Source: an optimization exercise on an open RTL-to-GDS flow (aim: small area, a short achievable clock period and few clock cycles per item). Production flows keep margins and buffers that such runs may drop.
Only simulation tests tie the RTL to the original design; equivalence was not proved.

===== run.sh =====
#!/bin/bash
# synth_recipe.tcl (not shown) runs the flow's synth.tcl, then flattens the netlist and writes it again
# the make line also repeats each setting of config.mk as NAME=value (left out here)
make -C /OpenROAD-flow-scripts/flow DESIGN_CONFIG=/design/flow/config.mk WORK_HOME=/design/flow/orfs CLKGATE_MAP_FILE= SYNTH_SCRIPT=/design/flow/synth_recipe.tcl finish

===== config.mk =====
export PLATFORM = sky130hd
export DESIGN_NAME = stft_magnitude_spectrogram
export DESIGN_NICKNAME = stft_magnitude_spectrogram
export VERILOG_FILES = /design/flow/design.v
export SDC_FILE = /design/flow/constraint.sdc
export NUM_CORES = 4
export LEC_CHECK = 0
export CAP_MARGIN = 20
export CELL_PAD_IN_SITES_DETAIL_PLACEMENT = 1
export CORE_MARGIN = 2
export CORE_UTILIZATION = 20
export PLACE_DENSITY = 0.3
export SLEW_MARGIN = 20

===== constraint.sdc =====
create_clock -name core_clock -period 15.0 [get_ports {clock}]
set_input_delay 3.0000 -clock core_clock [delete_from_list [all_inputs] [get_ports {clock}]]
set_output_delay 3.0000 -clock core_clock [all_outputs]
set_load 0.01 [all_outputs]

===== design.v =====
package stft_pkg;
   localparam int FRAME_DEFAULT = 64;
   localparam int SAMPLE_W      = 16;
   localparam int BIN_W         = 6;
   localparam int MAG_W         = 16;
   localparam int FIDX_W        = 16;
   localparam int HOP_W         = 7;
   localparam int CPX_W         = 24;
   localparam logic [HOP_W-1:0] HOP_RESET = 7'd16;
   typedef struct packed {
      logic signed [CPX_W-1:0] re;
      logic signed [CPX_W-1:0] im;
   } cplx_type;
   function automatic logic [16:0] win_val(input logic [5:0] i);
      case (i)
         6'd0: win_val = 17'd0;
         6'd1: win_val = 17'd81;
         6'd2: win_val = 17'd325;
         6'd3: win_val = 17'd728;
         6'd4: win_val = 17'd1287;
         6'd5: win_val = 17'd1995;
         6'd6: win_val = 17'd2847;
         6'd7: win_val = 17'd3833;
         6'd8: win_val = 17'd4944;
         6'd9: win_val = 17'd6169;
         6'd10: win_val = 17'd7495;
         6'd11: win_val = 17'd8909;
         6'd12: win_val = 17'd10398;
         6'd13: win_val = 17'd11947;
         6'd14: win_val = 17'd13539;
         6'd15: win_val = 17'd15160;
         6'd16: win_val = 17'd16792;
         6'd17: win_val = 17'd18421;
         6'd18: win_val = 17'd20030;
         6'd19: win_val = 17'd21602;
         6'd20: win_val = 17'd23123;
         6'd21: win_val = 17'd24576;
         6'd22: win_val = 17'd25948;
         6'd23: win_val = 17'd27225;
         6'd24: win_val = 17'd28394;
         6'd25: win_val = 17'd29444;
         6'd26: win_val = 17'd30364;
         6'd27: win_val = 17'd31145;
         6'd28: win_val = 17'd31780;
         6'd29: win_val = 17'd32261;
         6'd30: win_val = 17'd32585;
         6'd31: win_val = 17'd32748;
         6'd32: win_val = 17'd32748;
         6'd33: win_val = 17'd32585;
         6'd34: win_val = 17'd32261;
         6'd35: win_val = 17'd31780;
         6'd36: win_val = 17'd31145;
         6'd37: win_val = 17'd30364;
         6'd38: win_val = 17'd29444;
         6'd39: win_val = 17'd28394;
         6'd40: win_val = 17'd27225;
         6'd41: win_val = 17'd25948;
         6'd42: win_val = 17'd24576;
         6'd43: win_val = 17'd23123;
         6'd44: win_val = 17'd21602;
         6'd45: win_val = 17'd20030;
         6'd46: win_val = 17'd18421;
         6'd47: win_val = 17'd16792;
         6'd48: win_val = 17'd15160;
         6'd49: win_val = 17'd13539;
         6'd50: win_val = 17'd11947;
         6'd51: win_val = 17'd10398;
         6'd52: win_val = 17'd8909;
         6'd53: win_val = 17'd7495;
         6'd54: win_val = 17'd6169;
         6'd55: win_val = 17'd4944;
         6'd56: win_val = 17'd3833;
         6'd57: win_val = 17'd2847;
         6'd58: win_val = 17'd1995;
         6'd59: win_val = 17'd1287;
         6'd60: win_val = 17'd728;
         6'd61: win_val = 17'd325;
         6'd62: win_val = 17'd81;
         6'd63: win_val = 17'd0;
         default: win_val = 17'd0;
      endcase
   endfunction
   function automatic logic signed [15:0] cos_val(input logic [4:0] i);
      case (i)
         5'd0: cos_val = 16'd32767;
         5'd1: cos_val = 16'd32610;
         5'd2: cos_val = 16'd32138;
         5'd3: cos_val = 16'd31357;
         5'd4: cos_val = 16'd30274;
         5'd5: cos_val = 16'd28899;
         5'd6: cos_val = 16'd27246;
         5'd7: cos_val = 16'd25330;
         5'd8: cos_val = 16'd23170;
         5'd9: cos_val = 16'd20788;
         5'd10: cos_val = 16'd18205;
         5'd11: cos_val = 16'd15447;
         5'd12: cos_val = 16'd12540;
         5'd13: cos_val = 16'd9512;
         5'd14: cos_val = 16'd6393;
         5'd15: cos_val = 16'd3212;
         5'd16: cos_val = 16'd0;
         5'd17: cos_val = 16'd62324;
         5'd18: cos_val = 16'd59143;
         5'd19: cos_val = 16'd56024;
         5'd20: cos_val = 16'd52996;
         5'd21: cos_val = 16'd50089;
         5'd22: cos_val = 16'd47331;
         5'd23: cos_val = 16'd44748;
         5'd24: cos_val = 16'd42366;
         5'd25: cos_val = 16'd40206;
         5'd26: cos_val = 16'd38290;
         5'd27: cos_val = 16'd36637;
         5'd28: cos_val = 16'd35262;
         5'd29: cos_val = 16'd34179;
         5'd30: cos_val = 16'd33398;
         5'd31: cos_val = 16'd32926;
         default: cos_val = 16'd0;
      endcase
   endfunction
   function automatic logic signed [15:0] sin_val(input logic [4:0] i);
      case (i)
         5'd0: sin_val = 16'd0;
         5'd1: sin_val = 16'd3212;
         5'd2: sin_val = 16'd6393;
         5'd3: sin_val = 16'd9512;
         5'd4: sin_val = 16'd12540;
         5'd5: sin_val = 16'd15447;
         5'd6: sin_val = 16'd18205;
         5'd7: sin_val = 16'd20788;
         5'd8: sin_val = 16'd23170;
         5'd9: sin_val = 16'd25330;
         5'd10: sin_val = 16'd27246;
         5'd11: sin_val = 16'd28899;
         5'd12: sin_val = 16'd30274;
         5'd13: sin_val = 16'd31357;
         5'd14: sin_val = 16'd32138;
         5'd15: sin_val = 16'd32610;
         5'd16: sin_val = 16'd32767;
         5'd17: sin_val = 16'd32610;
         5'd18: sin_val = 16'd32138;
         5'd19: sin_val = 16'd31357;
         5'd20: sin_val = 16'd30274;
         5'd21: sin_val = 16'd28899;
         5'd22: sin_val = 16'd27246;
         5'd23: sin_val = 16'd25330;
         5'd24: sin_val = 16'd23170;
         5'd25: sin_val = 16'd20788;
         5'd26: sin_val = 16'd18205;
         5'd27: sin_val = 16'd15447;
         5'd28: sin_val = 16'd12540;
         5'd29: sin_val = 16'd9512;
         5'd30: sin_val = 16'd6393;
         5'd31: sin_val = 16'd3212;
         default: sin_val = 16'd0;
      endcase
   endfunction
endpackage
module stft_ram #(
   parameter int WIDTH = 16,
   parameter int DEPTH = 64
) (
   input  logic                     clock,
   input  logic                     wr_en,
   input  logic [$clog2(DEPTH)-1:0] wr_addr,
   input  logic [WIDTH-1:0]         wr_data,
   input  logic [$clog2(DEPTH)-1:0] rd_addr,
   output logic [WIDTH-1:0]         rd_data
);
   logic [WIDTH-1:0] mem_ff [DEPTH];
   logic [WIDTH-1:0] rd_data_ff;
   always_ff @(posedge clock) begin
      if (wr_en) mem_ff[wr_addr] <= wr_data;
      rd_data_ff <= mem_ff[rd_addr];
   end
   assign rd_data = rd_data_ff;
endmodule
module stft_sdf #(
   parameter int D     = 2,
   parameter bit AREAL = 1'b0
) (
   input  logic               clock,
   input  logic               reset,
   input  logic               en,
   input  logic               in_v,
   input  logic [4:0]         in_t,
   input  logic               ph_b,
   input  logic [31:0]        u,
   input  logic signed [16:0] tr,
   input  logic signed [16:0] ti,
   input  logic               zr,
   input  logic               zi,
   output logic [31:0]        o,
   output logic               o_v,
   output logic [4:0]         o_t
);
   logic [D*32-1:0] dl;
   logic [D-1:0]    dv;
   logic [D*5-1:0]  dt;
   logic signed [15:0] a_re;
   logic signed [15:0] a_im;
   logic signed [17:0] sa_re;
   logic signed [17:0] sa_im;
   logic signed [17:0] sb_re;
   logic signed [17:0] sb_im;
   logic [31:0]        dl_in;
   logic [31:0]        out;
   always_comb begin
      a_re  = dl[D*32-1 -: 16];
      a_im  = AREAL ? 16'sd0 : dl[D*32-17 -: 16];
      sa_re = 18'(a_re) + 18'(tr) + 18'sd1;
      sa_im = 18'(a_im) + 18'(ti) + 18'sd1;
      sb_re = 18'(a_re) - 18'(tr) + 18'({17'd0, zr});
      sb_im = 18'(a_im) - 18'(ti) + 18'({17'd0, zi});
      dl_in = ph_b ? {sb_re[16:1], sb_im[16:1]} : u;
      out   = ph_b ? {sa_re[16:1], sa_im[16:1]} : dl[D*32-1 -: 32];
   end
   if (D == 1) begin : g_d1
      always_ff @(posedge clock) begin
         if (en) begin
            dl <= dl_in;
            dt <= in_t;
         end
      end
      always_ff @(posedge clock) begin
         if (reset)   dv <= '0;
         else if (en) dv <= in_v;
      end
   end else begin : g_dn
      always_ff @(posedge clock) begin
         if (en) begin
            dl <= {dl[(D-1)*32-1:0], dl_in};
            dt <= {dt[(D-1)*5-1:0], in_t};
         end
      end
      always_ff @(posedge clock) begin
         if (reset)   dv <= '0;
         else if (en) dv <= {dv[D-2:0], in_v};
      end
   end
   always_ff @(posedge clock) begin
      if (en) begin
         o   <= out;
         o_t <= dt[D*5-1 -: 5];
      end
   end
   always_ff @(posedge clock) begin
      if (reset)   o_v <= 1'b0;
      else if (en) o_v <= dv[D-1];
   end
endmodule
module stft_rot #(
   parameter int S = 3
) (
   input  logic        clock,
   input  logic        reset,
   input  logic        en,
   input  logic        in_v,
   input  logic [4:0]  in_t,
   input  logic [31:0] in_d,
   output logic        m_v,
   output logic [4:0]  m_t,
   output logic        m_b,
   output logic [35:0] m_d
);
   logic [4:0]         widx;
   logic signed [15:0] c;
   logic signed [15:0] s;
   logic signed [15:0] re;
   logic signed [15:0] im;
   logic signed [32:0] t_r;
   logic signed [32:0] t_i;
   logic signed [32:0] p_rc, p_is, p_ic, p_rs;
   logic               ph;
   always_comb begin
      widx = 5'((in_t & 5'((1 << S) - 1)) << (5 - S));
      c    = stft_pkg::cos_val(widx);
      s    = stft_pkg::sin_val(widx);
      re   = in_d[31:16];
      im   = in_d[15:0];
      p_rc = re * c;
      p_is = im * s;
      p_ic = im * c;
      p_rs = re * s;
      t_r  = p_rc + p_is;
      t_i  = p_ic - p_rs;
      ph   = in_v && in_t[S];
   end
   always_ff @(posedge clock) begin
      if (en) begin
         m_t <= in_t;
         m_b <= ph;
         if (ph) m_d <= {t_r[31:15], (t_r[14:0] == 15'd0), t_i[31:15], (t_i[14:0] == 15'd0)};
         else    m_d <= {in_d, 4'd0};
      end
   end
   always_ff @(posedge clock) begin
      if (reset)   m_v <= 1'b0;
      else if (en) m_v <= in_v;
   end
endmodule
module stft_magnitude_spectrogram (
   input  logic                              clock,
   input  logic                              reset,
   input  logic                              req_valid,
   output logic                              req_ready,
   input  logic signed [stft_pkg::SAMPLE_W-1:0] req_sample,
   input  logic                              req_clip_start,
   output logic                              rsp_valid,
   input  logic                              rsp_ready,
   output logic [stft_pkg::BIN_W-1:0]        rsp_bin_index,
   output logic [stft_pkg::MAG_W-1:0]        rsp_magnitude,
   output logic [stft_pkg::FIDX_W-1:0]       rsp_frame_index,
   output logic                              rsp_last_bin,
   input  logic                              csr_valid,
   output logic                              csr_ready,
   input  logic [stft_pkg::HOP_W-1:0]        csr_hop_size
);
   localparam int FRAME = 64;
   function automatic logic [4:0] rev5(input logic [4:0] x);
      rev5 = {x[0], x[1], x[2], x[3], x[4]};
   endfunction
   function automatic logic signed [32:0] mul32767(input logic signed [16:0] v);
      mul32767 = (33'(v) <<< 15) - 33'(v);
   endfunction
   function automatic logic signed [32:0] mul23170(input logic signed [16:0] v);
      mul23170 = (33'(v) <<< 14) + (33'(v) <<< 13) - (33'(v) <<< 11)
               + (33'(v) <<< 9) + (33'(v) <<< 7) + (33'(v) <<< 1);
   endfunction
   logic        rdy_ff;
   logic        h_v, t_v;
   logic [15:0] h_s, t_s;
   logic        h_c, t_c;
   logic [6:0]  h_h, t_h;
   logic [6:0]  hop_ff;
   logic        push_in;
   logic        proc;
   assign req_ready = rdy_ff;
   assign csr_ready = 1'b1;
   assign push_in   = req_valid && rdy_ff;
   always_ff @(posedge clock) begin
      if (reset) begin
         hop_ff <= stft_pkg::HOP_RESET;
         rdy_ff <= 1'b1;
         h_v    <= 1'b0;
         t_v    <= 1'b0;
      end else begin
         if (csr_valid) hop_ff <= csr_hop_size;
         if (proc) begin
            if (t_v) begin
               h_s <= t_s; h_c <= t_c; h_h <= t_h;
               t_v <= push_in;
               if (push_in) begin
                  t_s <= req_sample; t_c <= req_clip_start; t_h <= hop_ff;
               end
            end else if (push_in) begin
               h_s <= req_sample; h_c <= req_clip_start; h_h <= hop_ff;
            end else begin
               h_v <= 1'b0;
            end
         end else if (push_in) begin
            if (!h_v) begin
               h_v <= 1'b1;
               h_s <= req_sample; h_c <= req_clip_start; h_h <= hop_ff;
            end else begin
               t_v <= 1'b1;
               t_s <= req_sample; t_c <= req_clip_start; t_h <= hop_ff;
            end
         end
         rdy_ff <= (2'(h_v) + 2'(t_v) + 2'(push_in) - 2'(proc)) < 2'd2;
      end
   end
   logic [5:0]  wp_ff;
   logic [6:0]  fill_ff;
   logic [6:0]  hcnt_ff;
   logic [15:0] frame_ff;
   logic [6:0]  fill_base, hop_base, fill_inc, hc_inc, hop_eff, fill_in, hcnt_in;
   logic [15:0] frame_base;
   logic        fire;
   always_comb begin
      fill_base  = h_c ? 7'd0 : fill_ff;
      hop_base   = h_c ? 7'd0 : hcnt_ff;
      frame_base = h_c ? 16'd0 : frame_ff;
      fill_inc   = fill_base + 7'd1;
      hc_inc     = hop_base + 7'd1;
      if (h_h == 7'd0)       hop_eff = 7'd1;
      else if (h_h > 7'd64)  hop_eff = 7'd64;
      else                   hop_eff = h_h;
      if (fill_base < 7'd64) begin
         fill_in = fill_inc;
         fire    = (fill_inc == 7'd64);
         hcnt_in = fire ? 7'd0 : hop_base;
      end else begin
         fill_in = fill_base;
         fire    = (hc_inc >= hop_eff);
         hcnt_in = fire ? 7'd0 : hc_inc;
      end
   end
   logic        adv;           
   logic        pend;          
   logic [5:0]  pend_base;
   logic [15:0] pend_fidx;
   logic        rd_act;
   logic [5:0]  tau;           
   logic [5:0]  rd_base;
   logic [2:0]  fq_wp, fq_rp;
   logic [15:0] fq [4];
   logic        issue;
   logic        start;
   logic [5:0]  jw;
   logic [4:0]  rj;
   logic        freed;
   logic        can_write;
   always_comb begin
      issue     = adv && rd_act && !tau[5];
      jw        = wp_ff - rd_base;
      rj        = rev5(jw[5:1]);
      freed     = !rd_act || tau[5] || (rj < tau[4:0]) || ((rj == tau[4:0]) && issue);
      can_write = !pend && freed;
      proc      = h_v && can_write;
      start     = pend && ((fq_wp - fq_rp) != 3'd4) && (!rd_act || (tau[5] && adv));
   end
   always_ff @(posedge clock) begin
      if (reset) begin
         wp_ff    <= '0;
         fill_ff  <= '0;
         hcnt_ff  <= '0;
         frame_ff <= '0;
         pend     <= 1'b0;
         rd_act   <= 1'b0;
         fq_wp    <= '0;
      end else begin
         if (proc) begin
            wp_ff   <= wp_ff + 6'd1;
            fill_ff <= fill_in;
            hcnt_ff <= hcnt_in;
            if (fire) begin
               pend      <= 1'b1;
               pend_base <= wp_ff + 6'd1;
               pend_fidx <= frame_base;
               frame_ff  <= frame_base + 16'd1;
            end else begin
               frame_ff  <= frame_base;
            end
         end
         if (adv && rd_act) begin
            tau <= tau + 6'd1;
            if (tau[5]) rd_act <= 1'b0;
         end
         if (start) begin
            pend         <= 1'b0;
            rd_act       <= 1'b1;
            tau          <= '0;
            rd_base      <= pend_base;
            fq[fq_wp[1:0]] <= pend_fidx;
            fq_wp        <= fq_wp + 3'd1;
         end
      end
   end
   logic [15:0] ring_e [32];
   logic [15:0] ring_o [32];
   logic [15:0] rd_e_q, rd_o_q;
   logic        rd_sw_q;
   logic        r_v;
   logic [4:0]  r_t;
   logic [4:0]  m_rd;
   logic [4:0]  ai_o, ai_e;
   always_comb begin
      m_rd = rev5(tau[4:0]);
      ai_o = rd_base[5:1] + m_rd;
      ai_e = rd_base[5:1] + m_rd + 5'(rd_base[0]);
   end
   always_ff @(posedge clock) begin
      if (proc) begin
         if (wp_ff[0]) ring_o[wp_ff[5:1]] <= h_s;
         else          ring_e[wp_ff[5:1]] <= h_s;
      end
   end
   always_ff @(posedge clock) begin
      if (adv) begin
         rd_e_q  <= ring_e[ai_e];
         rd_o_q  <= ring_o[ai_o];
         rd_sw_q <= rd_base[0];
         r_t     <= tau[4:0];
      end
   end
   always_ff @(posedge clock) begin
      if (reset)    r_v <= 1'b0;
      else if (adv) r_v <= issue;
   end
   logic signed [15:0] s_e, s_o;
   logic [5:0]         wi_e, wi_o;
   logic [14:0]        w_e, w_o;
   logic signed [31:0] p_e, p_o;
   logic signed [15:0] x_e, x_o;
   logic               w_v;
   logic [4:0]         w_t;
   always_comb begin
      s_e  = rd_sw_q ? rd_o_q : rd_e_q;
      s_o  = rd_sw_q ? rd_e_q : rd_o_q;
      wi_e = {rev5(r_t), 1'b0};
      wi_o = {rev5(r_t), 1'b1};
      w_e  = 15'(stft_pkg::win_val(wi_e));
      w_o  = 15'(stft_pkg::win_val(wi_o));
      p_e  = s_e * $signed({1'b0, w_e}) + 32'sd16384;
      p_o  = s_o * $signed({1'b0, w_o}) + 32'sd16384;
   end
   always_ff @(posedge clock) begin
      if (adv) begin
         x_e <= p_e[30:15];
         x_o <= p_o[30:15];
         w_t <= r_t;
      end
   end
   always_ff @(posedge clock) begin
      if (reset)    w_v <= 1'b0;
      else if (adv) w_v <= r_v;
   end
   logic [63:0] p4_d;
   logic        p4_v;
   logic [4:0]  p4_t;
   for (genvar gp = 0; gp < 2; gp++) begin : g_path
      logic signed [15:0] xb;
      logic signed [15:0] d0;
      logic signed [16:0] t0;
      logic               z0;
      logic signed [17:0] s0a, s0b;
      logic               ph0;
      logic signed [15:0] o0;
      logic               o0_v;
      logic [4:0]         o0_t;
      logic               d0v;
      logic [4:0]         d0t;
      assign xb = (gp == 0) ? x_e : x_o;
      always_comb begin
         ph0 = w_v && w_t[0];
         t0  = 17'(xb) - 17'({16'd0, (xb > 16'sd0)});
         z0  = (xb == 16'sd0);
         s0a = 18'(d0) + 18'(t0) + 18'sd1;
         s0b = 18'(d0) - 18'(t0) + 18'({17'd0, z0});
      end
      always_ff @(posedge clock) begin
         if (adv) begin
            d0   <= ph0 ? s0b[16:1] : xb;
            o0   <= ph0 ? s0a[16:1] : d0;
            d0t  <= w_t;
            o0_t <= d0t;
         end
      end
      always_ff @(posedge clock) begin
         if (reset) begin
            d0v  <= 1'b0;
            o0_v <= 1'b0;
         end else if (adv) begin
            d0v  <= w_v;
            o0_v <= d0v;
         end
      end
      logic               ph1;
      logic signed [16:0] t1r, t1i;
      logic               z1r, z1i;
      logic [31:0]        o1;
      logic               o1_v;
      logic [4:0]         o1_t;
      always_comb begin
         ph1 = o0_v && o0_t[1];
         if (!o0_t[0]) begin
            t1r = 17'(o0) - 17'({16'd0, (o0 > 16'sd0)});
            z1r = (o0 == 16'sd0);
            t1i = 17'sd0;
            z1i = 1'b1;
         end else begin
            t1r = 17'sd0;
            z1r = 1'b1;
            t1i = 17'sd0 - 17'(o0) - 17'({16'd0, (o0 < 16'sd0)});
            z1i = (o0 == 16'sd0);
         end
      end
      stft_sdf #(.D(2), .AREAL(1'b1)) u_s1 (
         .clock (clock), .reset (reset), .en (adv),
         .in_v  (o0_v), .in_t (o0_t), .ph_b (ph1),
         .u     ({o0, 16'd0}),
         .tr    (t1r), .ti (t1i), .zr (z1r), .zi (z1i),
         .o     (o1), .o_v (o1_v), .o_t (o1_t)
      );
      logic signed [15:0] r2, i2;
      logic signed [16:0] sum2, dif2, xs_r, xs_i, ys_r, ys_i;
      logic signed [32:0] k1_r, k1_i, k2_r, k2_i, t2r, t2i;
      logic               ph2;
      logic               m2_v, m2_b;
      logic [4:0]         m2_t;
      logic [35:0]        m2_d;
      always_comb begin
         r2   = o1[31:16];
         i2   = o1[15:0];
         sum2 = 17'(r2) + 17'(i2);
         dif2 = 17'(i2) - 17'(r2);
         xs_r = o1_t[1] ? 17'(i2) : 17'(r2);
         ys_r = o1_t[1] ? dif2 : sum2;
         xs_i = o1_t[1] ? 17'sd0 - 17'(r2) : 17'(i2);
         ys_i = o1_t[1] ? 17'sd0 - sum2 : dif2;
         k1_r = mul32767(xs_r);
         k1_i = mul32767(xs_i);
         k2_r = mul23170(ys_r);
         k2_i = mul23170(ys_i);
         t2r  = o1_t[0] ? k2_r : k1_r;
         t2i  = o1_t[0] ? k2_i : k1_i;
         ph2  = o1_v && o1_t[2];
      end
      always_ff @(posedge clock) begin
         if (adv) begin
            m2_t <= o1_t;
            m2_b <= ph2;
            if (ph2) m2_d <= {t2r[31:15], (t2r[14:0] == 15'd0), t2i[31:15], (t2i[14:0] == 15'd0)};
            else     m2_d <= {o1, 4'd0};
         end
      end
      always_ff @(posedge clock) begin
         if (reset)    m2_v <= 1'b0;
         else if (adv) m2_v <= o1_v;
      end
      logic [31:0] o2;
      logic        o2_v;
      logic [4:0]  o2_t;
      stft_sdf #(.D(4)) u_s2 (
         .clock (clock), .reset (reset), .en (adv),
         .in_v  (m2_v), .in_t (m2_t), .ph_b (m2_b),
         .u     (m2_d[35:4]),
         .tr    (m2_d[35:19]), .ti (m2_d[17:1]), .zr (m2_d[18]), .zi (m2_d[0]),
         .o     (o2), .o_v (o2_v), .o_t (o2_t)
      );
      logic        m3_v, m3_b;
      logic [4:0]  m3_t;
      logic [35:0] m3_d;
      logic [31:0] o3;
      logic        o3_v;
      logic [4:0]  o3_t;
      stft_rot #(.S(3)) u_r3 (
         .clock (clock), .reset (reset), .en (adv),
         .in_v  (o2_v), .in_t (o2_t), .in_d (o2),
         .m_v   (m3_v), .m_t (m3_t), .m_b (m3_b), .m_d (m3_d)
      );
      stft_sdf #(.D(8)) u_s3 (
         .clock (clock), .reset (reset), .en (adv),
         .in_v  (m3_v), .in_t (m3_t), .ph_b (m3_b),
         .u     (m3_d[35:4]),
         .tr    (m3_d[35:19]), .ti (m3_d[17:1]), .zr (m3_d[18]), .zi (m3_d[0]),
         .o     (o3), .o_v (o3_v), .o_t (o3_t)
      );
      logic        m4_v, m4_b;
      logic [4:0]  m4_t;
      logic [35:0] m4_d;
      logic        o4_v;
      logic [4:0]  o4_t;
      stft_rot #(.S(4)) u_r4 (
         .clock (clock), .reset (reset), .en (adv),
         .in_v  (o3_v), .in_t (o3_t), .in_d (o3),
         .m_v   (m4_v), .m_t (m4_t), .m_b (m4_b), .m_d (m4_d)
      );
      stft_sdf #(.D(16)) u_s4 (
         .clock (clock), .reset (reset), .en (adv),
         .in_v  (m4_v), .in_t (m4_t), .ph_b (m4_b),
         .u     (m4_d[35:4]),
         .tr    (m4_d[35:19]), .ti (m4_d[17:1]), .zr (m4_d[18]), .zi (m4_d[0]),
         .o     (p4_d[gp*32 +: 32]), .o_v (o4_v), .o_t (o4_t)
      );
      if (gp == 0) begin : g_tag
         assign p4_v = o4_v;
         assign p4_t = o4_t;
      end
   end
   logic signed [15:0] b5_re, b5_im, c5, s5;
   logic signed [32:0] t5r, t5i;
   logic signed [32:0] p5_rc, p5_is, p5_ic, p5_rs;
   logic               m5_v;
   logic [4:0]         m5_t;
   logic [31:0]        m5_a;
   logic signed [16:0] m5_tr, m5_ti;
   logic               m5_zr, m5_zi;
   always_comb begin
      b5_re = p4_d[63:48];
      b5_im = p4_d[47:32];
      c5    = stft_pkg::cos_val(p4_t);
      s5    = stft_pkg::sin_val(p4_t);
      p5_rc = b5_re * c5;
      p5_is = b5_im * s5;
      p5_ic = b5_im * c5;
      p5_rs = b5_re * s5;
      t5r   = p5_rc + p5_is;
      t5i   = p5_ic - p5_rs;
   end
   always_ff @(posedge clock) begin
      if (adv) begin
         m5_t  <= p4_t;
         m5_a  <= p4_d[31:0];
         m5_tr <= t5r[31:15];
         m5_ti <= t5i[31:15];
         m5_zr <= (t5r[14:0] == 15'd0);
         m5_zi <= (t5i[14:0] == 15'd0);
      end
   end
   always_ff @(posedge clock) begin
      if (reset)    m5_v <= 1'b0;
      else if (adv) m5_v <= p4_v;
   end
   logic signed [15:0] a5_re, a5_im;
   logic signed [17:0] s5a_re, s5a_im, s5b_re, s5b_im;
   logic [31:0]        x32;
   logic               x32_v;
   logic [31:0]        o5;
   logic               o5_v;
   logic [5:0]         o5_k;
   always_comb begin
      a5_re  = m5_a[31:16];
      a5_im  = m5_a[15:0];
      s5a_re = 18'(a5_re) + 18'(m5_tr) + 18'sd1;
      s5a_im = 18'(a5_im) + 18'(m5_ti) + 18'sd1;
      s5b_re = 18'(a5_re) - 18'(m5_tr) + 18'({17'd0, m5_zr});
      s5b_im = 18'(a5_im) - 18'(m5_ti) + 18'({17'd0, m5_zi});
   end
   always_ff @(posedge clock) begin
      if (adv) begin
         if (m5_v) begin
            o5   <= {s5a_re[16:1], s5a_im[16:1]};
            o5_k <= {1'b0, m5_t};
            if (m5_t == 5'd0) x32 <= {s5b_re[16:1], s5b_im[16:1]};
         end else begin
            o5   <= x32;
            o5_k <= 6'd32;
         end
      end
   end
   always_ff @(posedge clock) begin
      if (reset) begin
         o5_v  <= 1'b0;
         x32_v <= 1'b0;
      end else if (adv) begin
         if (m5_v) begin
            o5_v <= 1'b1;
            if (m5_t == 5'd0) x32_v <= 1'b1;
         end else begin
            o5_v  <= x32_v;
            x32_v <= 1'b0;
         end
      end
   end
   logic signed [15:0] q_re, q_im;
   logic [31:0]        sq_n;
   logic signed [31:0] sq_r, sq_i;
   logic               g_v;
   logic [5:0]         g_k;
   logic [31:0]        g_n;
   always_comb begin
      q_re = o5[31:16];
      q_im = o5[15:0];
      sq_r = q_re * q_re;
      sq_i = q_im * q_im;
      sq_n = sq_r + sq_i;
   end
   always_ff @(posedge clock) begin
      if (adv) begin
         g_n <= sq_n;
         g_k <= o5_k;
      end
   end
   always_ff @(posedge clock) begin
      if (reset)    g_v <= 1'b0;
      else if (adv) g_v <= o5_v;
   end
   logic [4:0][31:0] rt_n;
   logic [4:0][15:0] rt_q;
   logic [4:0][19:0] rt_r;
   logic [4:0][5:0]  rt_k;
   logic [4:0]       rt_v;
   assign rt_n[0] = g_n;
   assign rt_q[0] = '0;
   assign rt_r[0] = '0;
   assign rt_k[0] = g_k;
   assign rt_v[0] = g_v;
   for (genvar gs = 0; gs < 4; gs++) begin : g_root
      logic [15:0] q_c;
      logic [19:0] r_c;
      logic [19:0] trial;
      logic [15:0] q_f;
      logic [19:0] r_f;
      logic [5:0]  k_f;
      logic        v_f;
      logic [31:0] n_f;
      always_comb begin
         q_c = rt_q[gs];
         r_c = rt_r[gs];
         for (int it = 0; it < 4; it++) begin
            r_c   = {r_c[17:0], rt_n[gs][31 - 2 * (4 * gs + it) -: 2]};
            trial = {2'b00, q_c, 2'b01};
            if (r_c >= trial) begin
               r_c = r_c - trial;
               q_c = {q_c[14:0], 1'b1};
            end else begin
               q_c = {q_c[14:0], 1'b0};
            end
         end
      end
      always_ff @(posedge clock) begin
         if (adv) begin
            q_f <= q_c;
            r_f <= r_c;
            k_f <= rt_k[gs];
            n_f <= rt_n[gs];
         end
      end
      always_ff @(posedge clock) begin
         if (reset)    v_f <= 1'b0;
         else if (adv) v_f <= rt_v[gs];
      end
      assign rt_q[gs+1] = q_f;
      assign rt_r[gs+1] = r_f;
      assign rt_k[gs+1] = k_f;
      assign rt_v[gs+1] = v_f;
      assign rt_n[gs+1] = n_f;
   end
   logic        push_o, pop_o;
   logic [15:0] mag_o;
   logic        last_o;
   logic [15:0] fidx_o;
   logic        rsp_valid_ff;
   logic [5:0]  rsp_bin_ff;
   logic [15:0] rsp_mag_ff;
   logic [15:0] rsp_fidx_ff;
   logic        rsp_last_ff;
   logic        sk_v;
   logic [5:0]  sk_bin;
   logic [15:0] sk_mag;
   logic [15:0] sk_fidx;
   logic        sk_last;
   assign adv = !sk_v;
   always_comb begin
      push_o = adv && rt_v[4];
      pop_o  = rsp_valid_ff && rsp_ready;
      mag_o  = rt_q[4] + 16'((rt_r[4] > 20'(rt_q[4])) ? 1 : 0);
      last_o = rt_k[4][5];
      fidx_o = fq[fq_rp[1:0]];
   end
   assign rsp_valid       = rsp_valid_ff;
   assign rsp_bin_index   = rsp_bin_ff;
   assign rsp_magnitude   = rsp_mag_ff;
   assign rsp_frame_index = rsp_fidx_ff;
   assign rsp_last_bin    = rsp_last_ff;
   always_ff @(posedge clock) begin
      if (!rsp_valid_ff || pop_o) begin
         if (sk_v) begin
            rsp_bin_ff  <= sk_bin;
            rsp_mag_ff  <= sk_mag;
            rsp_fidx_ff <= sk_fidx;
            rsp_last_ff <= sk_last;
         end else begin
            rsp_bin_ff  <= rt_k[4];
            rsp_mag_ff  <= mag_o;
            rsp_fidx_ff <= fidx_o;
            rsp_last_ff <= last_o;
         end
      end
      if (push_o) begin
         sk_bin  <= rt_k[4];
         sk_mag  <= mag_o;
         sk_fidx <= fidx_o;
         sk_last <= last_o;
      end
   end
   always_ff @(posedge clock) begin
      if (reset) begin
         rsp_valid_ff <= 1'b0;
         sk_v         <= 1'b0;
         fq_rp        <= '0;
      end else begin
         if (!rsp_valid_ff || pop_o) begin
            rsp_valid_ff <= sk_v || push_o;
            sk_v         <= 1'b0;
         end else if (push_o) begin
            sk_v <= 1'b1;
         end
         if (push_o && last_o) fq_rp <= fq_rp + 3'd1;
      end
   end
endmodule

==> flow_summary.json, run 1 <==
{
  "post_cts_resize_count": 0,
  "ys_dominant_reg_cell": "edfxtp_1",
  "timing.setup.tns_ns": 0,
  "syn-instance-count": 40500,
  "antenna_violating_nets_post_route": 0,
  "coreArea_um2": 2220000,
  "clk_path_buf_depth": 6,
  "finalNonFillerCells": 71000,
  "grt_setup_unrepaired": "no",
  "syn_avg_cell_area_um2": 11.0,
  "finalHoldViolations": 0,
  "outcome": "no timing/DRC/antenna violations",
  "share_of_the_yosys_chip_area_belonging_to_registers": 0.301,
  "vias_per_cell": 3.96,
  "layout.cell_area.non_filler_um2": 505000,
  "row_count": 548,
  "grt_overflow_total": 0,
  "placedInstanceArea_um2": 485000,
  "yosysWarningCount": 7,
  "grt_start_max_net_pins": 173,
  "tritoncts": "done",
  "gr-usage-all-layers": 0.135,
  "fp.dieH_um": 1500,
  "synthDistinctLibCells": 114,
  "fmaxAchievable_ghz": 0.0762,
  "post_synth_edffs": 4342,
  "maxSlewHeadroom": 0.197,
  "path_clk_slew_ns": 0.07,
  "report.final.setup_viol": 0,
  "route.detailed.wl_per_inst_um": 21.2,
  "globalplace.congestion": 0.778,
  "slack_of_the_worst_reg_to_reg_path_ns": 1.89,
  "drc": 0,
  "drt_pass1_iterations": 24,
  "design.die.area_um2": 2240000,
  "crit_required_ns": 15.95,
  "worst_hold_path.endpoint": "g_path[1].u_s4.dl[411]$_DFFE_PN_",
  "route.vias.total": 281000,
  "antenna_found_initial": 121,
  "worst-setup-path-type": "reg2reg",
  "cpLargestDelayFamily": "compound AO/OA/AOI/OAI gates",
  "place_inst": 69700,
  "worst-slew-pin-transition_ns": 1.20,
  "fin_crit_sh": 0.874,
  "critical_path.startpoint_type": "register",
  "cts-hold-fix-buffers": 0,
  "drt_wl_total_um": 1510000,
  "critical-path-max-stage-delay_ns": 0.83,
  "postCtsSetupBuffers": 0,
  "fin_crit_ns": 13.11,
  "ys_seq_elements": 4531,
  "min-delay-start": "g_path[1].u_s4.dl[379]$_DFFE_PN_",
  "clkLatencyLatePin_ns": 1.31,
  "slowest_stage": "o41ai_1",
  "most_frequent_cp_cell": "a21oi_1",
  "critical_path_peak_fanout": 22,
  "endpoint_kind_of_the_worst_setup_timing_path": "register",
  "r2r-start": "g_root[1].q_f[5]$_DFFE_PN_",
  "crit-reg2reg-capture": "g_root[2].r_f[6]$_DFFE_PN_",
  "area_growth_syn_to_layout_pct": 13.3,
  "numCtsBuffers": 620,
  "effective_utilization_at_floorplan": 0.200,
  "tritoncts_num_sinks": 4531,
  "final_hpwl_dp_um": 1180000,
  "post_synth_instance_area_um2": 446000,
  "synthArstFlopShare": 0,
  "holdWs_ns": 0.341,
  "total_number_of_nets_in_the_final_design": 50800,
  "maxCapViolCount": 0,
  "worst-r2r-cell-count": 41,
  "htree_num_levels": 6,
  "vias_in_the_first_global_route": 325000,
  "worst_hold_path.num_cells": 0,
  "post_route_cells_drive_above_1_share": 0.0618,
  "cts.root.buffer_cell": "clkbuf_16",
  "worstPathBufferInverterCount": 6,
  "die_x_um": 1500,
  "cp.arrival_ns": 14.06,
  "io_pins": 71,
  "timing.clock.skew_ns": 0.137,
  "io_buffer_count": 69,
  "first_iter_violations": 13200,
  "grt_pass1_wl_um": 2250000,
  "drv_slew": 0,
  "hold_path.class": "reg2reg"
}
-- area by class of cell --
class                   instances  area [µm²]
diodes                        220         551
clock buffers                 746       16400
clock inverters               316        3100
fillers                    251000     1720000
inverters                    8862       33300
multi-input cells           25700      274000
flip-flops and latches       4531      134000
well taps                   29700       37200
repair buffers                868        6880
-- how the worst max path moves through the flow --
stage	start	to	slack (ns)	depth (start not counted)
4_1_cts	g_root[1].q_f[5]$_DFFE_PN_	g_root[2].r_f[6]$_DFFE_PN_	1.89	41
2_1_floorplan	sk_v$_SDFFE_PP0P_	g_k[0]$_DFFE_PN_	0.91	4
3_5_place_dp	g_root[1].q_f[5]$_DFFE_PN_	g_root[2].r_f[6]$_DFFE_PN_	1.99	41
5_1_grt	g_root[1].q_f[0]$_DFFE_PN_	g_root[2].r_f[9]$_DFFE_PN_	0.86	41
6_report	g_root[1].q_f[5]$_DFFE_PN_	g_root[2].r_f[6]$_DFFE_PN_	1.89	41
3_3_place_gp	g_root[1].q_f[5]$_DFFE_PN_	g_root[2].r_f[9]$_DFFE_PN_	1.42	42
-- flip-flops by register name, summed over array words and instances, names as in the netlist, 72 cells and up, named ones only --
name / cells
ring_o: 512
g_path.u_s3.dl: 512
g_path.m2_d: 72
g_path.u_r4.m_d: 72
g_path.u_s4.dt: 80
ring_e: 512
g_path.u_s2.dl: 256
g_path.u_s1.dl: 128
g_path.u_r3.m_d: 72
g_path.u_s4.dl: 1024
g_root.r_f: 74
-- worst reg2reg max path: cells and delay by family, from the launching register on --
family	cells	cell delay (ns)
buf+inv	6	2.22
simple gates	8	2.61
flops	1	0.38
mux	1	0.38
compound gates	22	5.80
fa+ha+maj	4	1.43
-- per-layer routing --
layer,vias to the layer above,routed length (µm),track usage
met5,-,0,0
met4,0,40100,0.0315
met3,1133,31500,0.00993
met2,2700,760000,0.241
met1,149000,674000,0.176
li1,128000,-,-
-- cell usage after synthesis, types with 26 or more instances --
cell / number / area, µm²
nand3b_1: 43 / 323
fa_1: 6843 / 137000
clkbuf_1: 1282 / 4810
and3_1: 119 / 744
or3_1: 148 / 926
o31ai_1: 117 / 878
mux2i_1: 171 / 1710
or4_1: 33 / 248
o21ai_0: 1149 / 5750
a21o_1: 210 / 1580
or2_2: 108 / 676
edfxtp_1: 4342 / 130000
nand2b_1: 365 / 2280
nand3_1: 247 / 1240
nor3_1: 324 / 1620
nor4_1: 70 / 438
a211o_1: 26 / 228
buf_1: 121 / 454
a21boi_0: 134 / 1010
nand2_1: 3640 / 13700
o211ai_1: 79 / 593
inv_1: 8850 / 33200
nor2b_1: 173 / 1080
a31o_2: 36 / 315
mux4_2: 336 / 7570
and2_1: 2196 / 13700
nor3b_1: 53 / 398
a211oi_1: 77 / 578
nor2_1: 1592 / 5980
o41ai_1: 29 / 254
mux2_2: 190 / 2140
o21bai_1: 262 / 1970
xor2_1: 383 / 3350
a31oi_1: 127 / 795
a21oi_1: 1285 / 6430
xnor2_1: 1183 / 10400
o21a_1: 88 / 661
nand4_1: 79 / 494
dfxtp_1: 189 / 3780
ha_1: 3362 / 42100
-- placed cells by master (no fill, tap or decap), drive strengths merged, types with 56 or more instances in the layout --
cell type,count
clkinv,222
o21bai,262
mux4,336
a21o,210
mux2i,171
o31ai,117
buf,799
or2,109
a211oi,79
or3,148
nor2b,173
o211ai,79
o21a,88
and3,119
edfxtp,4342
and2,2198
xnor2,1183
nand2b,365
nand3,248
clkdlybuf4s50,68
inv,8880
a21boi,138
nand2,3642
bufinv,56
a31oi,128
nand4,80
fa,6843
nor4,71
xor2,384
mux2,199
nor3,329
clkbuf,747
ha,3362
dfxtp,189
diode,220
a21oi,1286
o21ai,1167
nor2,1592
-- per-stage QoR --
stage | worst slack (ns) | utilization
after floorplan | 0.907 | -
after global placement | 1.42 | 0.218
after detailed placement | 1.99 | 0.218
after CTS | 1.89 | 0.227
after global routing | 0.859 | 0.227
final | 1.89 | 0.227
-- cell families after synthesis --
group / after synthesis / share of synthesized area
adders and majority gates: 10200 / 0.402
muxes: 706 / 0.0258
other: 2 / 0.0000168
and+or+nand+nor: 9286 / 0.100
buffers and inverters: 10300 / 0.0866
AOI/OAI and AO/OA: 3949 / 0.0538
xor gates and xnor gates: 1567 / 0.0308
DFF: 4531 / 0.301
Testbench counts, summed over its fixed seeds: cycles 3,198, frames 72.
==> run 2, diff against run 1 <==
--- a/design.v
+++ b/design.v
@@ -174,6 +174,119 @@
    end
    assign rd_data = rd_data_ff;
 endmodule
+module stft_booth #(
+   parameter int XW = 16,
+   parameter int YW = 16,
+   parameter int W  = XW + YW,
+   parameter int NR = YW / 2 + 1
+) (
+   input  logic [XW-1:0]   x,
+   input  logic [YW-1:0]   y,
+   output logic [NR*W-1:0] rows
+);
+   localparam int ND = YW / 2;
+   always_comb begin
+      logic [YW:0]   yy;
+      logic [2:0]    t;
+      logic          neg, one, two, pn;
+      logic [XW:0]   m, p;
+      logic [W-1:0]  r;
+      yy = {y, 1'b0};
+      t   = yy[2:0];
+      neg = t[2] & ~(t[1] & t[0]);
+      one = t[1] ^ t[0];
+      two = (t[2] & ~t[1] & ~t[0]) | (~t[2] & t[1] & t[0]);
+      m   = one ? {x[XW-1], x} : (two ? {x, 1'b0} : '0);
+      p   = m ^ {(XW + 1){neg}};
+      r   = '0;
+      r[XW+2:0] = {~p[XW], p[XW], p[XW], p[XW-1:0]};
+      rows[W-1:0] = r;
+      pn  = neg;
+      for (int k = 1; k < ND; k++) begin
+         t   = yy[2*k +: 3];
+         neg = t[2] & ~(t[1] & t[0]);
+         one = t[1] ^ t[0];
+         two = (t[2] & ~t[1] & ~t[0]) | (~t[2] & t[1] & t[0]);
+         m   = one ? {x[XW-1], x} : (two ? {x, 1'b0} : '0);
+         p   = m ^ {(XW + 1){neg}};
+         r   = '0;
+         r[XW+3:0] = {1'b1, ~p[XW], p[XW-1:0], 1'b0, pn};
+         rows[k*W +: W] = r << (2 * k - 2);
+         pn  = neg;
+      end
+      r = '0;
+      r[0] = pn;
+      rows[ND*W +: W] = r << (2 * ND - 2);
+   end
+endmodule
+module stft_csa #(
+   parameter int N = 18,
+   parameter int W = 32
+) (
+   input  logic [N*W-1:0] rows,
+   output logic [W-1:0]   s,
+   output logic [W-1:0]   c
+);
+   if (N == 1) begin : g_one
+      assign s = rows[W-1:0];
+      assign c = '0;
+   end else if (N == 2) begin : g_two
+      assign s = rows[W-1:0];
+      assign c = rows[2*W-1:W];
+   end else begin : g_lvl
+      localparam int T = N / 3;
+      localparam int R = N % 3;
+      localparam int M = 2 * T + R;
+      logic [M*W-1:0] nxt;
+      for (genvar i = 0; i < T; i++) begin : g_fa
+         logic [W-1:0] a, b, d, cy;
+         assign a  = rows[(3*i)*W +: W];
+         assign b  = rows[(3*i+1)*W +: W];
+         assign d  = rows[(3*i+2)*W +: W];
+         assign cy = (a & b) | (a & d) | (b & d);
+         assign nxt[(2*i)*W +: W]   = a ^ b ^ d;
+         assign nxt[(2*i+1)*W +: W] = {cy[W-2:0], 1'b0};
+      end
+      if (R > 0) begin : g_pass
+         assign nxt[(2*T)*W +: R*W] = rows[(3*T)*W +: R*W];
+      end
+      stft_csa #(.N(M), .W(W)) u_next (.rows(nxt), .s(s), .c(c));
+   end
+endmodule
+module stft_dot2 #(
+   parameter int XW = 16,
+   parameter int YW = 16,
+   parameter int W  = XW + YW
+) (
+   input  logic [XW-1:0] x1,
+   input  logic [YW-1:0] y1,
+   input  logic [XW-1:0] x2,
+   input  logic [YW-1:0] y2,
+   output logic [W-1:0]  qs,
+   output logic [W-1:0]  qc
+);
+   localparam int NR = YW / 2 + 1;
+   logic [NR*W-1:0] r1, r2;
+   stft_booth #(.XW(XW), .YW(YW), .W(W)) u_b1 (.x(x1), .y(y1), .rows(r1));
+   stft_booth #(.XW(XW), .YW(YW), .W(W)) u_b2 (.x(x2), .y(y2), .rows(r2));
+   stft_csa #(.N(2 * NR), .W(W)) u_csa (.rows({r2, r1}), .s(qs), .c(qc));
+endmodule
+module stft_mul1 #(
+   parameter int XW = 16,
+   parameter int YW = 16,
+   parameter int W  = XW + YW
+) (
+   input  logic [XW-1:0] x,
+   input  logic [YW-1:0] y,
+   input  logic [W-1:0]  k,
+   output logic [W-1:0]  qs,
+   output logic [W-1:0]  qc
+);
+   localparam int NR = YW / 2 + 1;
+   logic [NR*W-1:0] r1;
+   stft_booth #(.XW(XW), .YW(YW), .W(W)) u_b1 (.x(x), .y(y), .rows(r1));
+   stft_csa #(.N(NR + 1), .W(W)) u_csa (.rows({k, r1}), .s(qs), .c(qc));
+endmodule
 module stft_sdf #(
    parameter int D     = 2,
    parameter bit AREAL = 1'b0
@@ -265,37 +378,56 @@
    logic [4:0]         widx;
    logic signed [15:0] c;
    logic signed [15:0] s;
+   logic signed [15:0] ns;
    logic signed [15:0] re;
    logic signed [15:0] im;
-   logic signed [32:0] t_r;
-   logic signed [32:0] t_i;
-   logic signed [32:0] p_rc, p_is, p_ic, p_rs;
+   logic [31:0]        rs_c, rc_c, is_c, ic_c;
    logic               ph;
+   logic               r_v, r_b;
+   logic [4:0]         r_t;
+   logic [31:0]        r_sr, r_cr, r_si, r_ci;
+   logic [31:0]        t_r, t_i;
    always_comb begin
       widx = 5'((in_t & 5'((1 << S) - 1)) << (5 - S));
       c    = stft_pkg::cos_val(widx);
       s    = stft_pkg::sin_val(widx);
+      ns   = 16'sd0 - stft_pkg::sin_val(widx);
       re   = in_d[31:16];
       im   = in_d[15:0];
-      p_rc = re * c;
-      p_is = im * s;
-      p_ic = im * c;
-      p_rs = re * s;
-      t_r  = p_rc + p_is;
-      t_i  = p_ic - p_rs;
       ph   = in_v && in_t[S];
    end
+   stft_dot2 u_dr (.x1(re), .y1(c), .x2(im), .y2(s), .qs(rs_c), .qc(rc_c));
+   stft_dot2 u_di (.x1(im), .y1(c), .x2(re), .y2(ns), .qs(is_c), .qc(ic_c));
    always_ff @(posedge clock) begin
       if (en) begin
-         m_t <= in_t;
-         m_b <= ph;
-         if (ph) m_d <= {t_r[31:15], (t_r[14:0] == 15'd0), t_i[31:15], (t_i[14:0] == 15'd0)};
-         else    m_d <= {in_d, 4'd0};
+         r_t  <= in_t;
+         r_b  <= ph;
+         r_sr <= ph ? rs_c : in_d;
+         r_cr <= rc_c;
+         r_si <= is_c;
+         r_ci <= ic_c;
       end
    end
+   always_comb begin
+      t_r = r_sr + r_cr;
+      t_i = r_si + r_ci;
+   end
    always_ff @(posedge clock) begin
-      if (reset)   m_v <= 1'b0;
-      else if (en) m_v <= in_v;
+      if (en) begin
+         m_t <= r_t;
+         m_b <= r_b;
+         if (r_b) m_d <= {t_r[31:15], (t_r[14:0] == 15'd0), t_i[31:15], (t_i[14:0] == 15'd0)};
+         else     m_d <= {r_sr, 4'd0};
+      end
+   end
+   always_ff @(posedge clock) begin
+      if (reset) begin
+         r_v <= 1'b0;
+         m_v <= 1'b0;
+      end else if (en) begin
+         r_v <= in_v;
+         m_v <= r_v;
+      end
    end
 endmodule
 module stft_magnitude_spectrogram (
@@ -319,13 +451,6 @@
    function automatic logic [4:0] rev5(input logic [4:0] x);
       rev5 = {x[0], x[1], x[2], x[3], x[4]};
    endfunction
-   function automatic logic signed [32:0] mul32767(input logic signed [16:0] v);
-      mul32767 = (33'(v) <<< 15) - 33'(v);
-   endfunction
-   function automatic logic signed [32:0] mul23170(input logic signed [16:0] v);
-      mul23170 = (33'(v) <<< 14) + (33'(v) <<< 13) - (33'(v) <<< 11)
-               + (33'(v) <<< 9) + (33'(v) <<< 7) + (33'(v) <<< 1);
-   endfunction
    logic        rdy_ff;
    logic        h_v, t_v;
    logic [15:0] h_s, t_s;
@@ -490,8 +615,12 @@
    logic signed [15:0] s_e, s_o;
    logic [5:0]         wi_e, wi_o;
    logic [14:0]        w_e, w_o;
-   logic signed [31:0] p_e, p_o;
+   logic [31:0]        ps_e, pc_e, ps_o, pc_o;
+   logic [31:0]        wq_se, wq_ce, wq_so, wq_co;
+   logic [31:0]        p_e, p_o;
    logic signed [15:0] x_e, x_o;
+   logic               wq_v;
+   logic [4:0]         wq_t;
    logic               w_v;
    logic [4:0]         w_t;
    always_comb begin
@@ -501,19 +630,37 @@
       wi_o = {rev5(r_t), 1'b1};
       w_e  = 15'(stft_pkg::win_val(wi_e));
       w_o  = 15'(stft_pkg::win_val(wi_o));
-      p_e  = s_e * $signed({1'b0, w_e}) + 32'sd16384;
-      p_o  = s_o * $signed({1'b0, w_o}) + 32'sd16384;
+   end
+   stft_mul1 u_we (.x(s_e), .y({1'b0, w_e}), .k(32'd16384), .qs(ps_e), .qc(pc_e));
+   stft_mul1 u_wo (.x(s_o), .y({1'b0, w_o}), .k(32'd16384), .qs(ps_o), .qc(pc_o));
+   always_ff @(posedge clock) begin
+      if (adv) begin
+         wq_se <= ps_e;
+         wq_ce <= pc_e;
+         wq_so <= ps_o;
+         wq_co <= pc_o;
+         wq_t  <= r_t;
+      end
+   end
+   always_comb begin
+      p_e = wq_se + wq_ce;
+      p_o = wq_so + wq_co;
    end
    always_ff @(posedge clock) begin
       if (adv) begin
          x_e <= p_e[30:15];
          x_o <= p_o[30:15];
-         w_t <= r_t;
+         w_t <= wq_t;
       end
    end
    always_ff @(posedge clock) begin
-      if (reset)    w_v <= 1'b0;
-      else if (adv) w_v <= r_v;
+      if (reset) begin
+         wq_v <= 1'b0;
+         w_v  <= 1'b0;
+      end else if (adv) begin
+         wq_v <= r_v;
+         w_v  <= wq_v;
+      end
    end
    logic [63:0] p4_d;
    logic        p4_v;
@@ -584,7 +731,13 @@
       );
       logic signed [15:0] r2, i2;
       logic signed [16:0] sum2, dif2, xs_r, xs_i, ys_r, ys_i;
-      logic signed [32:0] k1_r, k1_i, k2_r, k2_i, t2r, t2i;
+      logic signed [16:0] xm_r, xm_i;
+      logic signed [15:0] cm;
+      logic [32:0]        t2r, t2i;
+      logic [32:0]        q2sr, q2cr, q2si, q2ci;
+      logic               r2_v, r2_b;
+      logic [4:0]         r2_t;
+      logic [32:0]        r2_sr, r2_cr, r2_si, r2_ci;
       logic               ph2;
       logic               m2_v, m2_b;
       logic [4:0]         m2_t;
@@ -598,25 +751,43 @@
          ys_r = o1_t[1] ? dif2 : sum2;
          xs_i = o1_t[1] ? 17'sd0 - 17'(r2) : 17'(i2);
          ys_i = o1_t[1] ? 17'sd0 - sum2 : dif2;
-         k1_r = mul32767(xs_r);
-         k1_i = mul32767(xs_i);
-         k2_r = mul23170(ys_r);
-         k2_i = mul23170(ys_i);
-         t2r  = o1_t[0] ? k2_r : k1_r;
-         t2i  = o1_t[0] ? k2_i : k1_i;
+         xm_r = o1_t[0] ? ys_r : xs_r;
+         xm_i = o1_t[0] ? ys_i : xs_i;
+         cm   = o1_t[0] ? 16'sd23170 : 16'sd32767;
          ph2  = o1_v && o1_t[2];
       end
+      stft_mul1 #(.XW(17), .YW(16)) u_m2r (.x(xm_r), .y(cm), .k(33'd0), .qs(q2sr), .qc(q2cr));
+      stft_mul1 #(.XW(17), .YW(16)) u_m2i (.x(xm_i), .y(cm), .k(33'd0), .qs(q2si), .qc(q2ci));
       always_ff @(posedge clock) begin
          if (adv) begin
-            m2_t <= o1_t;
-            m2_b <= ph2;
-            if (ph2) m2_d <= {t2r[31:15], (t2r[14:0] == 15'd0), t2i[31:15], (t2i[14:0] == 15'd0)};
-            else     m2_d <= {o1, 4'd0};
+            r2_t  <= o1_t;
+            r2_b  <= ph2;
+            r2_sr <= ph2 ? q2sr : {1'b0, o1};
+            r2_cr <= q2cr;
+            r2_si <= q2si;
+            r2_ci <= q2ci;
          end
       end
+      always_comb begin
+         t2r = r2_sr + r2_cr;
+         t2i = r2_si + r2_ci;
+      end
       always_ff @(posedge clock) begin
-         if (reset)    m2_v <= 1'b0;
-         else if (adv) m2_v <= o1_v;
+         if (adv) begin
+            m2_t <= r2_t;
+            m2_b <= r2_b;
+            if (r2_b) m2_d <= {t2r[31:15], (t2r[14:0] == 15'd0), t2i[31:15], (t2i[14:0] == 15'd0)};
+            else      m2_d <= {r2_sr[31:0], 4'd0};
+         end
+      end
+      always_ff @(posedge clock) begin
+         if (reset) begin
+            r2_v <= 1'b0;
+            m2_v <= 1'b0;
+         end else if (adv) begin
+            r2_v <= o1_v;
+            m2_v <= r2_v;
+         end
       end
       logic [31:0] o2;
       logic        o2_v;
@@ -669,8 +840,32 @@
       end
    end
    logic signed [15:0] b5_re, b5_im, c5, s5;
-   logic signed [32:0] t5r, t5i;
-   logic signed [32:0] p5_rc, p5_is, p5_ic, p5_rs;
+   logic [31:0]        t5r, t5i;
+   logic signed [15:0] ns5;
+   logic [31:0]        q5sr, q5cr, q5si, q5ci;
+   logic               r5_v;
+   logic [4:0]         r5_t;
+   logic [31:0]        r5_a, r5_sr, r5_cr, r5_si, r5_ci;
+   stft_dot2 u_d5r (.x1(b5_re), .y1(c5), .x2(b5_im), .y2(s5), .qs(q5sr), .qc(q5cr));
+   stft_dot2 u_d5i (.x1(b5_im), .y1(c5), .x2(b5_re), .y2(ns5), .qs(q5si), .qc(q5ci));
+   always_ff @(posedge clock) begin
+      if (adv) begin
+         r5_t  <= p4_t;
+         r5_a  <= p4_d[31:0];
+         r5_sr <= q5sr;
+         r5_cr <= q5cr;
+         r5_si <= q5si;
+         r5_ci <= q5ci;
+      end
+   end
+   always_ff @(posedge clock) begin
+      if (reset)    r5_v <= 1'b0;
+      else if (adv) r5_v <= p4_v;
+   end
+   always_comb begin
+      t5r = r5_sr + r5_cr;
+      t5i = r5_si + r5_ci;
+   end
    logic               m5_v;
    logic [4:0]         m5_t;
    logic [31:0]        m5_a;
@@ -681,17 +876,12 @@
       b5_im = p4_d[47:32];
       c5    = stft_pkg::cos_val(p4_t);
       s5    = stft_pkg::sin_val(p4_t);
-      p5_rc = b5_re * c5;
-      p5_is = b5_im * s5;
-      p5_ic = b5_im * c5;
-      p5_rs = b5_re * s5;
-      t5r   = p5_rc + p5_is;
-      t5i   = p5_ic - p5_rs;
+      ns5   = 16'sd0 - stft_pkg::sin_val(p4_t);
    end
    always_ff @(posedge clock) begin
       if (adv) begin
-         m5_t  <= p4_t;
-         m5_a  <= p4_d[31:0];
+         m5_t  <= r5_t;
+         m5_a  <= r5_a;
          m5_tr <= t5r[31:15];
          m5_ti <= t5i[31:15];
          m5_zr <= (t5r[14:0] == 15'd0);
@@ -700,7 +890,7 @@
    end
    always_ff @(posedge clock) begin
       if (reset)    m5_v <= 1'b0;
-      else if (adv) m5_v <= p4_v;
+      else if (adv) m5_v <= r5_v;
    end
    logic signed [15:0] a5_re, a5_im;
    logic signed [17:0] s5a_re, s5a_im, s5b_re, s5b_im;
@@ -745,38 +935,50 @@
    end
    logic signed [15:0] q_re, q_im;
    logic [31:0]        sq_n;
-   logic signed [31:0] sq_r, sq_i;
+   logic [31:0]        sq_s, sq_c, gq_s, gq_c;
+   logic               gq_v;
+   logic [5:0]         gq_k;
+   stft_dot2 u_sq (.x1(q_re), .y1(q_re), .x2(q_im), .y2(q_im), .qs(sq_s), .qc(sq_c));
+   always_ff @(posedge clock) begin
+      if (adv) begin
+         gq_s <= sq_s;
+         gq_c <= sq_c;
+         gq_k <= o5_k;
+      end
+   end
+   always_ff @(posedge clock) begin
+      if (reset)    gq_v <= 1'b0;
+      else if (adv) gq_v <= o5_v;
+   end
+   assign sq_n = gq_s + gq_c;
    logic               g_v;
    logic [5:0]         g_k;
    logic [31:0]        g_n;
    always_comb begin
       q_re = o5[31:16];
       q_im = o5[15:0];
-      sq_r = q_re * q_re;
-      sq_i = q_im * q_im;
-      sq_n = sq_r + sq_i;
    end
    always_ff @(posedge clock) begin
       if (adv) begin
          g_n <= sq_n;
-         g_k <= o5_k;
+         g_k <= gq_k;
       end
    end
    always_ff @(posedge clock) begin
       if (reset)    g_v <= 1'b0;
-      else if (adv) g_v <= o5_v;
+      else if (adv) g_v <= gq_v;
    end
-   logic [4:0][31:0] rt_n;
-   logic [4:0][15:0] rt_q;
-   logic [4:0][19:0] rt_r;
-   logic [4:0][5:0]  rt_k;
-   logic [4:0]       rt_v;
+   logic [8:0][31:0] rt_n;
+   logic [8:0][15:0] rt_q;
+   logic [8:0][19:0] rt_r;
+   logic [8:0][5:0]  rt_k;
+   logic [8:0]       rt_v;
    assign rt_n[0] = g_n;
    assign rt_q[0] = '0;
    assign rt_r[0] = '0;
    assign rt_k[0] = g_k;
    assign rt_v[0] = g_v;
-   for (genvar gs = 0; gs < 4; gs++) begin : g_root
+   for (genvar gs = 0; gs < 8; gs++) begin : g_root
       logic [15:0] q_c;
       logic [19:0] r_c;
       logic [19:0] trial;
@@ -788,8 +990,8 @@
       always_comb begin
          q_c = rt_q[gs];
          r_c = rt_r[gs];
-         for (int it = 0; it < 4; it++) begin
-            r_c   = {r_c[17:0], rt_n[gs][31 - 2 * (4 * gs + it) -: 2]};
+         for (int it = 0; it < 2; it++) begin
+            r_c   = {r_c[17:0], rt_n[gs][31 - 2 * (2 * gs + it) -: 2]};
             trial = {2'b00, q_c, 2'b01};
             if (r_c >= trial) begin
                r_c = r_c - trial;
@@ -833,10 +1035,10 @@
    logic        sk_last;
    assign adv = !sk_v;
    always_comb begin
-      push_o = adv && rt_v[4];
+      push_o = adv && rt_v[8];
       pop_o  = rsp_valid_ff && rsp_ready;
-      mag_o  = rt_q[4] + 16'((rt_r[4] > 20'(rt_q[4])) ? 1 : 0);
-      last_o = rt_k[4][5];
+      mag_o  = rt_q[8] + 16'((rt_r[8] > 20'(rt_q[8])) ? 1 : 0);
+      last_o = rt_k[8][5];
       fidx_o = fq[fq_rp[1:0]];
    end
    assign rsp_valid       = rsp_valid_ff;
@@ -852,14 +1054,14 @@
             rsp_fidx_ff <= sk_fidx;
             rsp_last_ff <= sk_last;
          end else begin
-            rsp_bin_ff  <= rt_k[4];
+            rsp_bin_ff  <= rt_k[8];
             rsp_mag_ff  <= mag_o;
             rsp_fidx_ff <= fidx_o;
             rsp_last_ff <= last_o;
          end
       end
       if (push_o) begin
-         sk_bin  <= rt_k[4];
+         sk_bin  <= rt_k[8];
          sk_mag  <= mag_o;
          sk_fidx <= fidx_o;
          sk_last <= last_o;
--- a/config.mk
+++ b/config.mk
@@ -8,6 +8,6 @@
 export CAP_MARGIN = 20
 export CELL_PAD_IN_SITES_DETAIL_PLACEMENT = 1
 export CORE_MARGIN = 2
-export CORE_UTILIZATION = 20
-export PLACE_DENSITY = 0.3
+export CORE_UTILIZATION = 45
+export PLACE_DENSITY = 0.55
 export SLEW_MARGIN = 20
==> flow_summary.json, run 2 <==
{
  "outcome": "no timing/DRC/antenna violations",
  "fmaxAchievable_ghz": 0.124,
  "setup.worst_path.start": "g_path[0].u_r4.u_dr.u_b2.y[0]$_DFF_P_",
  "fin_crit_ns": 8.08,
  "clkLatencyLatePin_ns": 1.11,
  "mostFrequentLayoutCell": "edfxtp_1",
  "design.die.area_um2": 984000,
  "slack_of_the_worst_reg_to_reg_path_ns": 6.92,
  "cts.root.buffer_cell": "clkbuf_16",
  "post_route_cells_drive_above_1_share": 0.0758,
  "clk_path_buf_depth": 5,
  "largest_reg_flops": 1024,
  "synth_top_cells_by_area": "edfxtp_1 (38%), fa_1 (13%), ha_1 (10%)",
  "maxCapViolCount": 0,
  "met2_length_um": 652000,
  "drc": 0,
  "drt_wl_total_um": 1340000,
  "htree_num_levels": 6,
  "maxSlewHeadroom": 0.178,
  "critPathCapture": "g_path[1].u_r4.r_si[13]$_DFFE_PN_",
  "grt_start_max_net_pins": 197,
  "io_buffer_count": 69,
  "synthDistinctLibCells": 107,
  "met3_wirelength_um": 63400,
  "syn_avg_cell_area_um2": 11.0,
  "timing.critical_path.cells": "inv_1 > buf_4 > ha_2 > and3_1 > nand4_1 > or3_1 > xnor2_1 > ha_2 > buf_4 > nor3_2 > buf_4 > nor2_1 > xnor2_1 > fa_1 > fa_1 > inv_1 > fa_1 > inv_1 > fa_1 > inv_1 > fa_1 > fa_1",
  "tritoncts_num_sinks": 5796,
  "grt_overflow_total": 0,
  "postCtsSetupBuffers": 0,
  "post_synth_instance_area_um2": 439000,
  "cp.arrival_ns": 8.84,
  "post_cts_resize_count": 0,
  "fin_ws_ns": 6.92,
  "die_x_um": 992,
  "most_frequent_cp_cell": "fa_1",
  "endpoint_kind_of_the_worst_setup_timing_path": "register",
  "drv_slew": 0,
  "share_of_the_yosys_chip_area_belonging_to_registers": 0.392,
  "drt_pass1_iterations": 6,
  "route.detailed.wl_per_inst_um": 25.5,
  "tritoncts": "done",
  "antenna_found_initial": 77,
  "finalHoldViolations": 0,
  "row_count": 362,
  "grt_pass1_wl_um": 2040000,
  "fillers": 103000,
  "numCtsBuffers": 681,
  "worstPathBufferInverterCount": 7,
  "vias_in_the_first_global_route": 324000,
  "final_hpwl_dp_um": 964000,
  "timing.clock.skew_ns": 0.108,
  "post_synth_edffs": 5597,
  "route.vias.total": 296000,
  "synth_top_cell_area_share": 0.383,
  "r2r-start": "g_path[0].u_r4.u_dr.u_b2.y[0]$_DFF_P_",
  "vias_per_cell": 5.61,
  "fp.dieH_um": 992,
  "mostFrequentLayoutCells": "edfxtp_1 (5,597), inv_1 (5,043), ha_1 (3,461)",
  "grt_setup_unrepaired": "no",
  "place_worst_setup_slack_ns": 6.96,
  "crit-reg2reg-capture": "g_path[1].u_r4.r_si[13]$_DFFE_PN_",
  "critical_path_peak_fanout": 55,
  "detail_route.wirelength.met1_um": 546000,
  "coreArea_um2": 972000,
  "ys_dominant_reg_cell": "edfxtp_1",
  "slowest_stage": "nor3_2",
  "syn-instance-count": 39700,
  "worst-slew-pin-transition_ns": 1.20,
  "critical_path.startpoint_type": "register",
  "synthArstFlopShare": 0,
  "synth.largest_area_cell": "edfxtp_1",
  "cpLargestDelayFamily": "adder cells",
  "synth.top_cells.by_count": "edfxtp_1 (5,597), inv_1 (5,046), ha_1 (3,517), nor2_1 (3,361), fa_1 (2,955)",
  "antenna_violating_nets_post_route": 0,
  "cts-hold-fix-buffers": 0,
  "path_clk_slew_ns": 0.07,
  "holdWs_ns": 0.353,
  "yosysWarningCount": 9,
  "area_growth_syn_to_layout_pct": 8.92,
  "gr-usage-all-layers": 0.270,
  "worst-r2r-cell-count": 22,
  "io_pins": 71,
  "report.final.setup_viol": 0,
  "finalCoreUtilization": 0.492,
  "total_number_of_nets_in_the_final_design": 45600,
  "crit_required_ns": 15.76,
  "first_iter_violations": 19500,
  "crit_cells": 22,
  "effective_utilization_at_floorplan": 0.452,
  "hold_path.class": "reg2reg",
  "worst-setup-path-type": "reg2reg",
  "timing.setup.tns_ns": 0,
  "globalplace.congestion": 0.904,
  "ys_seq_elements": 5796,
  "post-synth-top-count-cell": "edfxtp_1",
  "routed.top_layer": "met5",
  "regMostFlops": "g_path.u_s4.dl",
  "critical-path-max-stage-delay_ns": 0.94,
  "fin_crit_sh": 0.538
}
==> run 2: cell families (layout without fill, tap and decap cells) <==
group | after synthesis | count (layout) | synth area share
buf+inv | 7172 | 7068 | 0.0614
simple gates | 8235 | 8235 | 0.0839
flops | 5796 | 5796 | 0.392
xor+xnor | 4222 | 4222 | 0.0842
mux | 2655 | 2655 | 0.0715
compound gates | 5188 | 5188 | 0.0720
fa+ha+maj | 6476 | 6476 | 0.235
other cells | 1 | 172 | 0.00000854
==> run 2: metal layers <==
layer / track usage / vias up
met5: 0 / -
met4: 0.136 / 20
met3: 0.0327 / 2735
met2: 0.462 / 7438
met1: 0.339 / 153000
li1: - / 133000
==> run 2: cell type report <==
type | count | area (µm²) | share of cell area
flip-flops and latches | 5796 | 172000 | 0.360
multi-input cells | 26800 | 242000 | 0.505
diodes | 169 | 423 | 0.000884
well taps | 12900 | 16200 | 0.0338
inverters | 5079 | 19100 | 0.0399
clock buffers | 804 | 17800 | 0.0373
clock inverters | 418 | 4770 | 0.00997
repair buffers | 767 | 6290 | 0.0132
==> run 2: how the worst min path moves through the flow <==
stage,start,end,slack [ns],cells after the start
4_1_cts,g_path[0].u_s3.dl[44]$_DFFE_PN_,g_path[0].u_s3.dl[76]$_DFFE_PN_,0.34,0
3_3_place_gp,g_path[1].u_s4.dl[379]$_DFFE_PN_,g_path[1].u_s4.dl[411]$_DFFE_PN_,0.40,0
6_report,g_path[1].u_s3.dl[34]$_DFFE_PN_,g_path[1].u_s3.dl[66]$_DFFE_PN_,0.35,0
5_1_grt,g_path[0].u_s3.dl[44]$_DFFE_PN_,g_path[0].u_s3.dl[76]$_DFFE_PN_,0.34,0
3_5_place_dp,g_path[1].u_s4.dl[206]$_DFFE_PN_,g_path[1].u_s4.dl[238]$_DFFE_PN_,0.41,0
2_1_floorplan,gq_k[0]$_DFFE_PN_,g_k[0]$_DFFE_PN_,0.40,0
==> run 2: worst register-to-register path, stage by stage, from the launching register on <==
cell	delay (ns)
dfxtp_4	0.53
inv_1	0.12
buf_4	0.27
ha_2	0.26
and3_1	0.23
nand4_1	0.14
or3_1	0.37
xnor2_1	0.32
ha_2	0.34
buf_4	0.34
nor3_2	0.94
buf_4	0.45
nor2_1	0.11
xnor2_1	0.16
fa_1	0.54
fa_1	0.54
inv_1	0.05
fa_1	0.49
inv_1	0.06
fa_1	0.54
inv_1	0.06
fa_1	0.51
fa_1	0.42
==> run 2: per-stage QoR <==
step	std cells	instance area, µm²
finish	52700	478000
global route	52700	478000
CTS	52600	478000
detailed placement	51300	455000
global placement	51300	455000
floorplan	39700	439000
Testbench counts of run 2, summed over its fixed seeds: cycles 3,258, frames 72.

==> re-timing with driven ports <==
No port has a modelled driver above. Below, the same layouts with a new extraction and two added sets of constraints.
Step 1: set_driving_cell puts a clkbuf_16 on clock and a buf_2 on each other input, an assumption about the parent block.
Step 2 adds t to the input delays and takes it off the output delays; t is the mean of the earliest and latest rising clock arrival at the registers after step 1. Input paths then give back, and output paths get back, about the clock's delay inside the block.
Three values: ideal, step 1, step 2; two values: the first two.
run	t (ns)	slack for setup (ns)	worst setup path after step 2
run 1	1.437	1.885 / 1.885 / 1.885	register to register
run 2	1.224	6.923 / 6.923 / 6.923	register to register
After both steps setup and hold are still met in every run listed.
